This is an optimization exercise on Yosys and OpenROAD, whose aim is small area, not a production implementation.
Where RTL was checked, it was by simulation tests only, not by an equivalence proof against the original.

==> run a <==
==> flow/design.v <==
`default_nettype none
package adc_rx_pkg;
  typedef logic [16-1:0] sample_t;
  typedef sample_t [64/16-1:0] word_t;
  typedef logic [4-1:0] ch_mask_t;
  typedef enum logic [12-1:0] {
    REG_CTRL   = 12'h000,
    REG_STATUS = 12'h004,
    REG_COUNT  = 12'h008
  } reg_addr_e;
endpackage
`default_nettype wire
`timescale 1ns/10ps
`default_nettype none
module adc_ctrl_regs (
  input  wire logic                          clk,
  input  wire logic                          rst_n,
  input  wire logic                          psel,
  input  wire logic                          penable,
  input  wire logic                          pwrite,
  input  wire logic [12-1:0] paddr,
  input  wire logic [31:0]                   pwdata,
  input  wire logic                          overflow,
  input  wire logic                          word_sent,
  output logic      [31:0]                   prdata,
  output logic                               pready,
  output logic                               pslverr,
  output adc_rx_pkg::ch_mask_t               ch_mask,
  output logic                               offset_binary,
  output logic                               run
);
  localparam int FMT_BIT = 4;
  localparam int RUN_BIT = 8;
  logic        base_ok;
  logic        sel_ctrl;
  logic        sel_status;
  logic        sel_count;
  logic        wr;
  logic        ctrl_wr;
  logic        status_wr;
  logic        count_clr;
  logic        ovf_flag;
  logic [31:0] word_count;
  assign base_ok    = ~|paddr[11:4] & ~|paddr[1:0];
  assign sel_ctrl   = base_ok & ~paddr[3] & ~paddr[2];
  assign sel_status = base_ok & ~paddr[3] &  paddr[2];
  assign sel_count  = base_ok &  paddr[3] & ~paddr[2];
  assign pready  = 1'b1;
  assign pslverr = ~(sel_ctrl | sel_status | sel_count);
  assign prdata  = ({32{sel_count}} & word_count)
                 | {23'd0, sel_ctrl & run, 3'd0, sel_ctrl & offset_binary,
                    {4{sel_ctrl}} & ch_mask}
                 | {31'd0, sel_status & ovf_flag};
  assign wr        = psel & penable & pwrite;
  assign ctrl_wr   = wr & sel_ctrl;
  assign status_wr = wr & sel_status;
  assign count_clr = ctrl_wr & pwdata[RUN_BIT] & ~run;
  always_ff @(posedge clk or negedge rst_n) begin
    if (!rst_n) begin
      ch_mask       <= '0;
      offset_binary <= 1'b0;
      run           <= 1'b0;
    end else if (ctrl_wr) begin
      ch_mask       <= pwdata[4-1:0];
      offset_binary <= pwdata[FMT_BIT];
      run           <= pwdata[RUN_BIT];
    end
  end
  always_ff @(posedge clk or negedge rst_n) begin
    if (!rst_n) begin
      ovf_flag <= 1'b0;
    end else if (overflow) begin
      ovf_flag <= 1'b1;
    end else if (status_wr && pwdata[0]) begin
      ovf_flag <= 1'b0;
    end
  end
  always_ff @(posedge clk or negedge rst_n) begin
    if (!rst_n) begin
      word_count <= '0;
    end else if (count_clr) begin
      word_count <= '0;
    end else if (word_sent) begin
      word_count <= word_count + 32'd1;
    end
  end
endmodule
`default_nettype wire
`timescale 1ns/10ps
`default_nettype none
module adc_sample_capture (
  input  wire logic                 clk,
  input  wire logic                 rst_n,
  input  wire logic                 run,
  input  wire adc_rx_pkg::ch_mask_t ch_mask,
  input  wire logic                 offset_binary,
  input  wire logic                 s_valid,
  input  wire adc_rx_pkg::sample_t  s_data_0,
  input  wire adc_rx_pkg::sample_t  s_data_1,
  input  wire adc_rx_pkg::sample_t  s_data_2,
  input  wire adc_rx_pkg::sample_t  s_data_3,
  input  wire logic [1:0]           lvl_nxt,
  output logic                      cap_valid,
  output logic [63:0]               cap_lanes,
  output logic [3:0]                cap_land,
  output logic [2:0]                cap_total
);
  localparam int NUM_CH = 4;
  localparam int SW     = 16;
  logic [SW-1:0] chan [NUM_CH];
  logic [1:0]    pos  [NUM_CH];
  logic [3:0]    hit  [NUM_CH];
  logic [SW-1:0] lane [NUM_CH];
  logic [3:0]    land;
  logic [2:0]    total;
  assign chan[0] = s_data_0;
  assign chan[1] = s_data_1;
  assign chan[2] = s_data_2;
  assign chan[3] = s_data_3;
  always_comb begin
    logic [1:0] p;
    p = lvl_nxt;
    for (int c = 0; c < NUM_CH; c++) begin
      pos[c] = p;
      if (ch_mask[c]) p = p + 2'd1;
    end
    for (int j = 0; j < NUM_CH; j++) begin
      for (int c = 0; c < NUM_CH; c++) begin
        hit[j][c] = ch_mask[c] & (pos[c] == j[1:0]);
      end
      lane[j] = '0;
      for (int c = 0; c < NUM_CH; c++) begin
        lane[j] = lane[j] | ({SW{hit[j][c]}} & chan[c]);
      end
      lane[j][SW-1] = lane[j][SW-1] ^ offset_binary;
      land[j] = |hit[j];
    end
  end
  assign total = {1'b0, lvl_nxt} + {2'b0, ch_mask[0]} + {2'b0, ch_mask[1]}
               + {2'b0, ch_mask[2]} + {2'b0, ch_mask[3]};
  always_ff @(posedge clk or negedge rst_n) begin
    if (!rst_n) begin
      cap_valid <= 1'b0;
    end else begin
      cap_valid <= s_valid & run & (|ch_mask);
    end
  end
  always_ff @(posedge clk) begin
    cap_lanes <= {lane[3], lane[2], lane[1], lane[0]};
    cap_land  <= land;
    cap_total <= total;
  end
endmodule
`default_nettype wire
`timescale 1ns/10ps
`default_nettype none
module adc_channel_pack (
  input  wire logic                 clk,
  input  wire logic                 rst_n,
  input  wire logic                 run,
  input  wire logic                 cap_valid,
  input  wire logic [63:0]          cap_lanes,
  input  wire logic [3:0]           cap_land,
  input  wire logic [2:0]           cap_total,
  output logic [1:0]                lvl_nxt,
  output logic                      pk_done,
  output logic [63:0]               pk_word
);
  localparam int SW = 16;
  logic [SW-1:0] acc [3];
  logic [1:0]    lvl;
  assign pk_done = run & cap_valid & cap_total[2];
  assign lvl_nxt = !run ? 2'd0 : cap_valid ? cap_total[1:0] : lvl;
  assign pk_word = {cap_lanes[4*SW-1:3*SW],
                    (lvl > 2'd2) ? acc[2] : cap_lanes[3*SW-1:2*SW],
                    (lvl > 2'd1) ? acc[1] : cap_lanes[2*SW-1:SW],
                    (lvl > 2'd0) ? acc[0] : cap_lanes[SW-1:0]};
  always_ff @(posedge clk or negedge rst_n) begin
    if (!rst_n) begin
      lvl <= '0;
    end else begin
      lvl <= lvl_nxt;
    end
  end
  always_ff @(posedge clk) begin
    for (int k = 0; k < 3; k++) begin
      if (cap_valid & cap_land[k]) begin
        acc[k] <= cap_lanes[k*SW +: SW];
      end
    end
  end
endmodule
`default_nettype wire
`timescale 1ns/10ps
`default_nettype none
module adc_output_fifo #(
  parameter int DEPTH = 8
) (
  input  wire logic               clk,
  input  wire logic               rst_n,
  input  wire logic               pk_done,
  input  wire logic [63:0]        pk_word,
  input  wire logic               m_ready,
  output logic                    m_valid,
  output logic [63:0]             m_data,
  output logic                    overflow,
  output logic                    word_sent
);
  localparam int AW = $clog2(DEPTH);
  logic [63:0] mem [DEPTH];
  logic [AW:0] wr_ptr;
  logic [AW:0] rd_ptr;
  logic [AW:0] wr_nxt;
  logic [AW:0] rd_nxt;
  logic        hid_valid;
  logic        ovf_pend;
  logic        full_nxt;
  logic        pop;
  logic [DEPTH-1:0] rd_sel;
  assign m_valid = (wr_ptr != rd_ptr);
  always_comb begin
    m_data = '0;
    for (int s = 0; s < DEPTH; s++) begin
      m_data = m_data | ({64{rd_sel[s]}} & mem[s]);
    end
  end
  assign pop     = m_valid & m_ready;
  assign word_sent = pop;
  assign overflow  = ovf_pend;
  assign wr_nxt   = wr_ptr + {{AW{1'b0}}, hid_valid};
  assign rd_nxt   = rd_ptr + {{AW{1'b0}}, pop};
  assign full_nxt = (wr_nxt[AW] != rd_nxt[AW]) && (wr_nxt[AW-1:0] == rd_nxt[AW-1:0]);
  always_ff @(posedge clk or negedge rst_n) begin
    if (!rst_n) begin
      wr_ptr    <= '0;
      rd_ptr    <= '0;
      hid_valid <= 1'b0;
      ovf_pend  <= 1'b0;
      rd_sel    <= {{(DEPTH-1){1'b0}}, 1'b1};
    end else begin
      if (pop) begin
        rd_sel <= {rd_sel[DEPTH-2:0], rd_sel[DEPTH-1]};
      end
      wr_ptr    <= wr_nxt;
      rd_ptr    <= rd_nxt;
      hid_valid <= pk_done & ~full_nxt;
      ovf_pend  <= pk_done & full_nxt;
    end
  end
  always_ff @(posedge clk) begin
    if (!full_nxt) begin
      mem[wr_nxt[AW-1:0]] <= pk_word;
    end
  end
endmodule
`default_nettype wire
`timescale 1ns/10ps
`default_nettype none
module adc_rx_top (
  input  wire logic                          clk,
  input  wire logic                          rst_n,
  input  wire logic                          psel,
  input  wire logic                          penable,
  input  wire logic                          pwrite,
  input  wire logic [12-1:0] paddr,
  input  wire logic [31:0]                   pwdata,
  output logic      [31:0]                   prdata,
  output logic                               pready,
  output logic                               pslverr,
  input  wire logic                          s_valid,
  input  wire adc_rx_pkg::sample_t           s_data_0,
  input  wire adc_rx_pkg::sample_t           s_data_1,
  input  wire adc_rx_pkg::sample_t           s_data_2,
  input  wire adc_rx_pkg::sample_t           s_data_3,
  output logic                               m_valid,
  output adc_rx_pkg::word_t                  m_data,
  input  wire logic                          m_ready
);
  adc_rx_pkg::ch_mask_t ch_mask;
  logic                 offset_binary;
  logic                 run;
  logic                 cap_valid;
  logic [63:0]          cap_lanes;
  logic [3:0]           cap_land;
  logic [2:0]           cap_total;
  logic [1:0]           lvl_nxt;
  logic                 pk_done;
  logic [63:0]          pk_word;
  logic                 overflow;
  logic                 word_sent;
  adc_ctrl_regs regs_i (
    .clk           (clk),
    .rst_n         (rst_n),
    .psel          (psel),
    .penable       (penable),
    .pwrite        (pwrite),
    .paddr         (paddr),
    .pwdata        (pwdata),
    .overflow      (overflow),
    .word_sent     (word_sent),
    .prdata        (prdata),
    .pready        (pready),
    .pslverr       (pslverr),
    .ch_mask       (ch_mask),
    .offset_binary (offset_binary),
    .run           (run)
  );
  adc_sample_capture capture_i (
    .clk           (clk),
    .rst_n         (rst_n),
    .run           (run),
    .ch_mask       (ch_mask),
    .offset_binary (offset_binary),
    .s_valid       (s_valid),
    .s_data_0      (s_data_0),
    .s_data_1      (s_data_1),
    .s_data_2      (s_data_2),
    .s_data_3      (s_data_3),
    .lvl_nxt       (lvl_nxt),
    .cap_valid     (cap_valid),
    .cap_lanes     (cap_lanes),
    .cap_land      (cap_land),
    .cap_total     (cap_total)
  );
  adc_channel_pack pack_i (
    .clk        (clk),
    .rst_n      (rst_n),
    .run        (run),
    .cap_valid  (cap_valid),
    .cap_lanes  (cap_lanes),
    .cap_land   (cap_land),
    .cap_total  (cap_total),
    .lvl_nxt    (lvl_nxt),
    .pk_done    (pk_done),
    .pk_word    (pk_word)
  );
  adc_output_fifo #(
    .DEPTH (8)
  ) fifo_i (
    .clk       (clk),
    .rst_n     (rst_n),
    .pk_done   (pk_done),
    .pk_word   (pk_word),
    .m_ready   (m_ready),
    .m_valid   (m_valid),
    .m_data    (m_data),
    .overflow  (overflow),
    .word_sent (word_sent)
  );
endmodule
`default_nettype wire
==> flow/run.sh <==
#!/bin/bash
# synth_recipe.tcl (not shown) runs the flow's synth.tcl, then flattens the netlist and writes it again
# the make line also repeats each setting of config.mk as NAME=value (left out here)
make -C /OpenROAD-flow-scripts/flow DESIGN_CONFIG=/design/flow/config.mk WORK_HOME=/design/flow/orfs CLKGATE_MAP_FILE= SYNTH_SCRIPT=/design/flow/synth_recipe.tcl finish
==> flow/config.mk <==
export PLATFORM = sky130hd
export DESIGN_NAME = adc_rx_top
export DESIGN_NICKNAME = adc_rx_top
export VERILOG_FILES = /design/flow/design.v
export SDC_FILE = /design/flow/constraint.sdc
export NUM_CORES = 4
export LEC_CHECK = 0
export CAP_MARGIN = 20
export CORE_MARGIN = 2
export CORE_UTILIZATION = 40
export SLEW_MARGIN = 20
==> flow/constraint.sdc <==
create_clock -name core_clock -period 6.0 [get_ports {clk}]
set_input_delay 1.2000 -clock core_clock [delete_from_list [all_inputs] [get_ports {clk}]]
set_output_delay 1.2000 -clock core_clock [all_outputs]
set_load 0.01 [all_outputs]
==> run b (differences from run a) <==
--- a/flow/design.v
+++ b/flow/design.v
@@ -79,8 +79,6 @@
     if (!rst_n) begin
       word_count <= '0;
-    end else if (count_clr) begin
-      word_count <= '0;
-    end else if (word_sent) begin
-      word_count <= word_count + 32'd1;
+    end else begin
+      word_count <= {32{~count_clr}} & (word_count + {31'd0, word_sent});
     end
   end
==> flow/flow/run.sh (new file) <==
#!/bin/bash
# The standard layout (standard.sh), with two changes to how it is
# made: the port buffers are sky130_fd_sc_hd__buf_1 instead of the flow's
# default pick, and the clock tree uses clkbuf_8 buffers over larger sink
# clusters without dummy loads. Everything else is the standard flow.
# standard.sh's output, which holds every tool's log, goes to standard.log;
# the per-step logs stay under orfs/logs/.
set -euo pipefail
cat >> "$FLOW_CONFIG" <<'CFG'
export BUFFER_PORTS_ARGS = -buffer_cell sky130_fd_sc_hd__buf_1
export CTS_ARGS = -sink_clustering_enable -repair_clock_nets -dont_use_dummy_load -buf_list sky130_fd_sc_hd__clkbuf_8 -sink_clustering_size 18 -sink_clustering_max_diameter 70
CFG
bash standard.sh > standard.log 2>&1
==> flow/standard.sh (new file) <==
#!/bin/bash
# synth_recipe.tcl (not shown) runs the flow's synth.tcl, then flattens the netlist and writes it again
# the make line also repeats each setting of config.mk as NAME=value (left out here)
make -C /OpenROAD-flow-scripts/flow DESIGN_CONFIG=/design/flow/config.mk WORK_HOME=/design/flow/orfs CLKGATE_MAP_FILE= SYNTH_SCRIPT=/design/flow/synth_recipe.tcl "${@:-finish}"
- BUFFER_PORTS_ARGS: default -> -buffer_cell sky130_fd_sc_hd__buf_1
- CORE_UTILIZATION: 40 -> 55
- CTS_ARGS: default -> -sink_clustering_enable -repair_clock_nets -dont_use_dummy_load -buf_list sky130_fd_sc_hd__clkbuf_8 -sink_clustering_size 18 -sink_clustering_max_diameter 70
removed: flow/run.sh
==> run c (differences from run a) <==
==> flow/design.v, changed modules only <==
module adc_ctrl_regs (
  input  wire logic                          clk,
  input  wire logic                          rst_n,
  input  wire logic                          psel,
  input  wire logic                          penable,
  input  wire logic                          pwrite,
  input  wire logic [12-1:0] paddr,
  input  wire logic [31:0]                   pwdata,
  input  wire logic                          overflow,
  input  wire logic                          word_sent,
  output logic      [31:0]                   prdata,
  output logic                               pready,
  output logic                               pslverr,
  output adc_rx_pkg::ch_mask_t               ch_mask,
  output logic                               offset_binary,
  output logic                               run
);
  localparam int FMT_BIT = 4;
  localparam int RUN_BIT = 8;
  logic        base_ok;
  logic        sel_ctrl;
  logic        sel_status;
  logic        sel_count;
  logic        wr;
  logic        ctrl_wr;
  logic        status_wr;
  logic        count_clr;
  logic        ovf_flag;
  logic [31:0] word_count;
  logic [31:0] cnt_low1;
  assign base_ok    = ~|paddr[11:4] & ~|paddr[1:0];
  assign sel_ctrl   = base_ok & ~paddr[3] & ~paddr[2];
  assign sel_status = base_ok & ~paddr[3] &  paddr[2];
  assign sel_count  = base_ok &  paddr[3] & ~paddr[2];
  assign pready  = 1'b1;
  assign pslverr = ~(sel_ctrl | sel_status | sel_count);
  assign prdata  = ({32{sel_count}} & word_count)
                 | {23'd0, sel_ctrl & run, 3'd0, sel_ctrl & offset_binary,
                    {4{sel_ctrl}} & ch_mask}
                 | {31'd0, sel_status & ovf_flag};
  assign wr        = psel & penable & pwrite;
  assign ctrl_wr   = wr & sel_ctrl;
  assign status_wr = wr & sel_status;
  assign count_clr = ctrl_wr & pwdata[RUN_BIT] & ~run;
  always_comb begin
    cnt_low1[0] = 1'b1;
    for (int i = 1; i < 32; i++) begin
      cnt_low1[i] = cnt_low1[i-1] & word_count[i-1];
    end
  end
  always_ff @(posedge clk or negedge rst_n) begin
    if (!rst_n) begin
      ch_mask       <= '0;
      offset_binary <= 1'b0;
      run           <= 1'b0;
    end else if (ctrl_wr) begin
      ch_mask       <= pwdata[4-1:0];
      offset_binary <= pwdata[FMT_BIT];
      run           <= pwdata[RUN_BIT];
    end
  end
  always_ff @(posedge clk or negedge rst_n) begin
    if (!rst_n) begin
      ovf_flag <= 1'b0;
    end else if (overflow) begin
      ovf_flag <= 1'b1;
    end else if (status_wr && pwdata[0]) begin
      ovf_flag <= 1'b0;
    end
  end
  always_ff @(posedge clk or negedge rst_n) begin
    if (!rst_n) begin
      word_count <= '0;
    end else begin
      word_count <= {32{~count_clr}} & (word_count ^ ({32{word_sent}} & cnt_low1));
    end
  end
endmodule
module adc_output_fifo #(
  parameter int DEPTH = 8
) (
  input  wire logic               clk,
  input  wire logic               rst_n,
  input  wire logic               pk_done,
  input  wire logic [63:0]        pk_word,
  input  wire logic               m_ready,
  output logic                    m_valid,
  output logic [63:0]             m_data,
  output logic                    overflow,
  output logic                    word_sent
);
  localparam int AW = $clog2(DEPTH);
  logic [63:0]      mem [DEPTH];
  logic [AW:0]      cnt;
  logic [DEPTH-1:0] head;
  logic             hid_valid;
  logic             ovf_pend;
  logic             full_nxt;
  logic             push;
  logic             pop;
  assign m_valid = (cnt > {{AW{1'b0}}, hid_valid});
  assign pop     = m_valid & m_ready;
  always_comb begin
    for (int s = 0; s < DEPTH; s++) begin
      head[s] = (cnt == s + 1);
    end
    m_data = '0;
    for (int s = 0; s < DEPTH; s++) begin
      m_data = m_data | ({64{head[s]}} & mem[s]);
    end
  end
  assign word_sent = pop;
  assign overflow  = ovf_pend;
  assign full_nxt = cnt[AW] & ~pop;
  assign push     = pk_done & ~full_nxt;
  always_ff @(posedge clk or negedge rst_n) begin
    if (!rst_n) begin
      cnt       <= '0;
      hid_valid <= 1'b0;
      ovf_pend  <= 1'b0;
    end else begin
      cnt <= cnt + {{AW{1'b0}}, push} - {{AW{1'b0}}, pop};
      hid_valid <= push;
      ovf_pend  <= pk_done & full_nxt;
    end
  end
  always_ff @(posedge clk) begin
    if (push) begin
      mem[0] <= pk_word;
      for (int s = 1; s < DEPTH; s++) begin
        mem[s] <= mem[s-1];
      end
    end
  end
endmodule
==> flow/flow/run.sh (new file) <==
#!/bin/bash
# The standard layout (standard.sh) with three changes to how it is made:
#  - synthesis is the standard flow's own script (synth_recipe.tcl) unchanged except that
#    ABC maps the logic with an area-oriented script (flow/abc_area.script);
#    registers are mapped before ABC runs, so they are the same as in the
#    standard synthesis;
#  - the port buffers are sky130_fd_sc_hd__buf_1 instead of the flow's
#    default pick;
#  - the clock tree uses clkbuf_4 buffers over sink clusters of up to 10, without
#    dummy loads.
# Logs: synth.log (synthesis), standard.log (every later step); the
# per-step logs stay under orfs/logs/.
set -euo pipefail
here=$(pwd)

cat >> "$FLOW_CONFIG" <<'CFG'
export BUFFER_PORTS_ARGS = -buffer_cell sky130_fd_sc_hd__buf_1
export CTS_ARGS = -sink_clustering_enable -repair_clock_nets -dont_use_dummy_load -buf_list sky130_fd_sc_hd__clkbuf_4 -sink_clustering_size 10 -sink_clustering_max_diameter 40
CFG

# Synthesis script: synth_recipe.tcl behind an abc wrapper that swaps the
# ABC script
{
  cat <<TCL
proc abc {args} {
  set i [lsearch \$args -script]
  if { \$i >= 0 } {
    set args [lreplace \$args [expr {\$i + 1}] [expr {\$i + 1}] $here/flow/abc_area.script]
  }
  yosys abc {*}\$args
}
TCL
  cat synth_recipe.tcl
} > synth_area.tcl

# standard.sh's make command, run for the synthesis step only with the
# script above
mk=$(grep '^make ' standard.sh)
mk=${mk//synth_recipe.tcl/synth_area.tcl}
mk=${mk%\"\$\{@:-finish\}\"}
eval "$mk synth" > synth.log 2>&1

# The rest of the standard flow; make keeps the synthesis above
bash standard.sh > standard.log 2>&1
==> flow/flow/abc_area.script (new file) <==
&get -n
&st
&syn2
&dch
&nf -a -R 1000
&st
&dch
&nf -a -R 1000
&put
topo
stime -c
==> flow/standard.sh (new file) <==
#!/bin/bash
# synth_recipe.tcl (not shown) runs the flow's synth.tcl, then flattens the netlist and writes it again
# the make line also repeats each setting of config.mk as NAME=value (left out here)
make -C /OpenROAD-flow-scripts/flow DESIGN_CONFIG=/design/flow/config.mk WORK_HOME=/design/flow/orfs CLKGATE_MAP_FILE= SYNTH_SCRIPT=/design/flow/synth_recipe.tcl "${@:-finish}"
- BUFFER_PORTS_ARGS: default -> -buffer_cell sky130_fd_sc_hd__buf_1
- CORE_UTILIZATION: 40 -> 72
- CTS_ARGS: default -> -sink_clustering_enable -repair_clock_nets -dont_use_dummy_load -buf_list sky130_fd_sc_hd__clkbuf_4 -sink_clustering_size 10 -sink_clustering_max_diameter 40
removed: flow/run.sh
==> summary of the runs <==
Run c finished with timing, DRC and antenna clean. Run a completed without violations. Run b went through all stages and came out clean. Against run a, the worst hold slack of run c is lower by 0.0091 ns. The highest fmax belongs to run b, the lowest to run c. The lowest routed wire length belongs to run c, the highest to run a. The lowest setup slack belongs to run c, the highest to run b. Cell count: run a is larger than run b (15%).
==> figures <==
metric	run a	run b	run c
Run status	finished clean	finished clean	finished clean
Met2 WL post-DR	35200 um	32500 um	27200 um
Critical R2R Launch	capture_i.cap_valid	fifo_i.rd_ptr[2]	fifo_i.cnt[0]
Area share of fa/ha/maj cells after synthesis	1.08%	1.13%	1.42%
Min-Delay Startpoint	capture_i.cap_lanes[39]	capture_i.cap_lanes[17]	capture_i.cap_lanes[55]
Final area over synthesized area	1.201x	1.078x	1.087x
DIE HEIGHT	261 um	223 um	190 um
Warnings, synthesis	9	9	10
Area of the core region	65600 um2	47500 um2	34400 um2
Met1 GRT Util	28.9%	38.5%	45.1%
Number of buffers and inverters on the critical path	3	2	1
Multi-input logic portion of the cell area	19.8%	22.0%	20.2%
Function not checked in run b: the RTL went through the layout flow alone.

## what the ideal ports hide
The results above use ideal ports. As a check the final layouts listed here were re-extracted and re-timed, cells and wires unchanged. Step 1 assumes that a clkbuf_16 drives the clock port and a buf_2 every other input. Step 2 times the ports against the registers' clock, not the clock port: input delays grow and output delays shrink by t, the midpoint of the rising clock arrivals with the driver on. Slacks: ideal / step 1 / step 2; pairs: ideal / step 1.
run	t, ns	setup slack, ns	latest minus earliest clock arrival (ns)	worst register clock-pin slew, ns	pins driven straight from the clock port
run a	0.655	1.116 / 1.095 / 1.049	0.032 / 0.031	0.07 / 0.07	1
run b	0.699	1.838 / 1.777 / 1.400	0.049 / 0.049	0.12 / 0.12	1
run c	0.803	0.497 / 0.497 / 0.429	0.067 / 0.067	0.11 / 0.11	1
After both steps setup and hold are still met in every run listed. The setup slack of run b, which loses most, moves by -0.061 ns with the drivers and by -0.438 ns with both steps.
